This is an optimization exercise on Yosys and OpenROAD, whose aim is small area and a short achievable clock period, not a production implementation. In this exercise RTL edits were held to simulation tests only and were not proved equivalent to the original. Power and IR drop assume default switching activity.

## default_peripheral_system
module default_peripheral_system (
	input  logic        clock,
	input  logic        rst,
	input  logic        irq_cfg_req,
	input  logic [5:0]  irq_cfg_entry,
	input  logic        irq_cfg_valid,
	input  logic        irq_cfg_mask,
	input  logic [1:0]  irq_cfg_level,
	input  logic        req,
	input  logic        rw,
	input  logic [31:0] addr,
	input  logic [31:0] wdata,
	output logic        busy,
	output logic        valid,
	output logic [31:0] rdata,
	output logic        irq_req,
	output logic [5:0]  irq_num,
	input  logic        irq_ack,
	input  logic [63:0] irq_src,
	output logic        sci_txd,
	input  logic        sci_rxd
);
	logic        timer_match;
	logic        sci_rx_event;
	logic [63:0] irq_events;
	logic        rst_q;
	logic        timer_wr;
	logic        sci_wr;
	logic        sci_rd;
	logic [1:0]  offset;
	logic [31:0] wdata_q;
	logic [31:0] timer_rdata;
	logic [31:0] sci_rdata;
	always_comb begin
		irq_events                          = irq_src;
		irq_events[dps_pkg::IRQ_NUM_TIMER]  = irq_src[dps_pkg::IRQ_NUM_TIMER] | timer_match;
		irq_events[dps_pkg::IRQ_NUM_SCI_RX] = irq_src[dps_pkg::IRQ_NUM_SCI_RX] | sci_rx_event;
	end
  ...
For scale: ~1,800 cells after synthesis, ~190 I/O pins.
==> module dps_irq_ctrl, before the edit <==
module dps_irq_ctrl (
	input  logic        clock,
	input  logic        rst,
	input  logic        rst_q,
	input  logic        cfg_req,
	input  logic [5:0]  cfg_entry,
	input  logic        cfg_valid,
	input  logic        cfg_mask,
	input  logic [1:0]  cfg_level,
	input  logic [63:0] events,
	input  logic        ack,
	output logic        irq_req,
	output logic [5:0]  irq_num
);
	logic [63:0] enabled;
	logic [63:0] lvl1;
	logic [63:0] lvl0;
	logic [63:0] pending;
	logic [63:0] cand;
	logic [63:0] top1;
	logic [63:0] sel;
	logic        max1;
	logic        max0;
	logic        found;
	logic [5:0]  best_num;
	always_ff @(posedge clock) begin
		for (int i = 0; i < 64; i++) begin
			if (rst || (cfg_req && cfg_entry == 6'(i))) begin
				enabled[i] <= cfg_valid && cfg_mask && !rst;
			end
			if (cfg_req && cfg_entry == 6'(i)) begin
				lvl1[i] <= cfg_level[1];
				lvl0[i] <= cfg_level[0];
			end
		end
	end
	assign cand  = pending & enabled;
	assign found = |cand;
	assign max1  = |(cand & lvl1);
	assign top1  = cand & (lvl1 | {64{!max1}});
	assign max0  = |(top1 & lvl0);
	assign sel   = top1 & (lvl0 | {64{!max0}});
	dps_prio_enc #(.W(6)) enc_i (
		.in  (sel),
		.any (),
		.idx (best_num)
	);
	always_ff @(posedge clock) begin
		for (int i = 0; i < 64; i++) begin
			pending[i] <= (pending[i] && !rst_q && !(irq_req && ack && irq_num == 6'(i))) || events[i];
		end
		if (rst) begin
			irq_req <= 1'b0;
		end else begin
			irq_req <= irq_req ? !ack : found;
		end
		if (!irq_req) begin
			irq_num <= best_num;
		end
	end
endmodule
clock: 85.0 ns
lec_check: 0
cap_margin: 20
core_margin: 2
core_utilization: 65
place_density: 0.75
slew_margin: 20
standard.sh (not shown) runs the stock make flow with config.mk's settings and CLKGATE_MAP_FILE= SYNTH_SCRIPT=/design/flow/synth_recipe.tcl, a recipe that flattens the netlist after the stock synthesis.
==> flow/flow/run.sh <==
#!/bin/bash
# The standard layout (standard.sh) with these changes:
# - synthesis maps the logic with an area-oriented ABC script (flow/abc_area.script,
#   used in place of ORFS's abc_speed.script); the flops and their names are the
#   standard synthesis's, as only the combinational logic goes through ABC;
# - the ports get plain buf_1 buffers instead of the delay cell buffer_ports picks;
# - clock tree synthesis without dummy loads and with larger sink clusters.
# Each step's full output is in the logs under orfs/logs and in *.log here.
set -euo pipefail
here=$(pwd)
rm -rf "$here/abc_scripts"
cp -r "$FLOW_HOME/scripts" "$here/abc_scripts"
cp "$here/flow/abc_area.script" "$here/abc_scripts/abc_speed.script"
export BUFFER_PORTS_ARGS="-buffer_cell sky130_fd_sc_hd__buf_1"
export CTS_ARGS="-sink_clustering_enable -repair_clock_nets -dont_use_dummy_load -buf_list {sky130_fd_sc_hd__clkbuf_8 sky130_fd_sc_hd__clkbuf_16} -sink_clustering_size 30 -sink_clustering_max_diameter 80"
export SETUP_SLACK_MARGIN=66.8
export SETUP_MOVE_SEQUENCE="sizeup,swap"
SCRIPTS_DIR="$here/abc_scripts" bash standard.sh synth > synth.log 2>&1
bash standard.sh > standard.log 2>&1
==> flow/flow/abc_area.script <==
&get -n
&st
&deepsyn -T 60
&dch -f
&nf -R 1000 -p -F 8 -A 4 -a
&st
&deepsyn -T 60
&dch -f
&nf -R 1000 -p -F 8 -A 4 -a
&put
buffer -c
topo
stime -c
upsize -c
dnsize -c
Rerun with:
--- a/flow/design.v
+++ b/flow/design.v
@@ -260,20 +260,28 @@
 	logic [63:0] top1;
 	logic [63:0] sel;
 	logic        max1;
 	logic        max0;
 	logic        found;
 	logic [5:0]  best_num;
+	logic [7:0]  wsel_hi;
+	logic [7:0]  wsel_lo;
+	logic        ent_valid;
+	assign ent_valid = cfg_valid && cfg_mask && !rst;
+	always_comb begin
+		for (int j = 0; j < 8; j++) begin
+			wsel_hi[j] = rst || (cfg_req && cfg_entry[5:3] == 3'(j));
+			wsel_lo[j] = rst || (cfg_entry[2:0] == 3'(j));
+		end
+	end
 	always_ff @(posedge clock) begin
 		for (int i = 0; i < 64; i++) begin
-			if (rst || (cfg_req && cfg_entry == 6'(i))) begin
-				enabled[i] <= cfg_valid && cfg_mask && !rst;
-			end
-			if (cfg_req && cfg_entry == 6'(i)) begin
-				lvl1[i] <= cfg_level[1];
-				lvl0[i] <= cfg_level[0];
+			if (wsel_hi[i / 8] && wsel_lo[i % 8]) begin
+				enabled[i] <= ent_valid;
+				lvl1[i]    <= cfg_level[1];
+				lvl0[i]    <= cfg_level[0];
 			end
 		end
 	end
 	assign cand  = pending & enabled;
 	assign found = |cand;
 	assign max1  = |(cand & lvl1);
@@ -282,15 +290,23 @@
 	assign sel   = top1 & (lvl0 | {64{!max0}});
 	dps_prio_enc #(.W(6)) enc_i (
 		.in  (sel),
 		.any (),
 		.idx (best_num)
 	);
+	logic [7:0]  kill_hi;
+	logic [7:0]  kill_lo;
+	always_comb begin
+		for (int j = 0; j < 8; j++) begin
+			kill_hi[j] = rst_q || (irq_req && ack && irq_num[5:3] == 3'(j));
+			kill_lo[j] = rst_q || (irq_num[2:0] == 3'(j));
+		end
+	end
 	always_ff @(posedge clock) begin
 		for (int i = 0; i < 64; i++) begin
-			pending[i] <= (pending[i] && !rst_q && !(irq_req && ack && irq_num == 6'(i))) || events[i];
+			pending[i] <= (pending[i] && !(kill_hi[i / 8] && kill_lo[i % 8])) || events[i];
 		end
 		if (rst) begin
 			irq_req <= 1'b0;
 		end else begin
 			irq_req <= irq_req ? !ack : found;
 		end
The new run finished clean; wire length went down by 3.0%; final cell count goes down by 3.3%; final area is lower by 1.7%; via count fell by 2.0%; worst hold slack is better by 0.0077 ns; synthesized cell count falls by 5.7%; count of clock-buffer cells in the layout went down by 1; critical path depth is unchanged; combinational power increases by 83%; synthesized area went down by 2.5%; worst setup slack degrades by 0.076 ns; clock skew rose by 0.011 ns; core utilization climbs by 0.94 points.

separate check: timing with driven ports:
The flow's constraints put no driver on any port. The routed layouts listed below were extracted and timed again, unchanged, in two steps. Step 1 sets driving cells, clkbuf_16 on the clock port and buf_2 on the other inputs (assumed; they add their load-dependent delay and slew). Step 2, shift: input delay + t, output delay - t, t = (earliest + latest rising clock arrival at the registers) / 2. This alone moves slack from input paths to output paths. Slacks: ideal / step 1 / step 2; pairs: ideal / step 1.
run	shift t [ns]	slack for setup (ns)	clock arrival spread, ns	worst data-port slew with drivers (ns)
the first run	0.585	66.730 / 66.676 / 66.237	0.068 / 0.068	0.11
the second run	0.575	66.655 / 66.601 / 66.262	0.068 / 0.069	0.08
After both steps setup and hold are still met in every run listed. For the first run, which loses most, drivers alone change the setup slack by -0.054 ns; drivers and shift together by -0.493 ns.
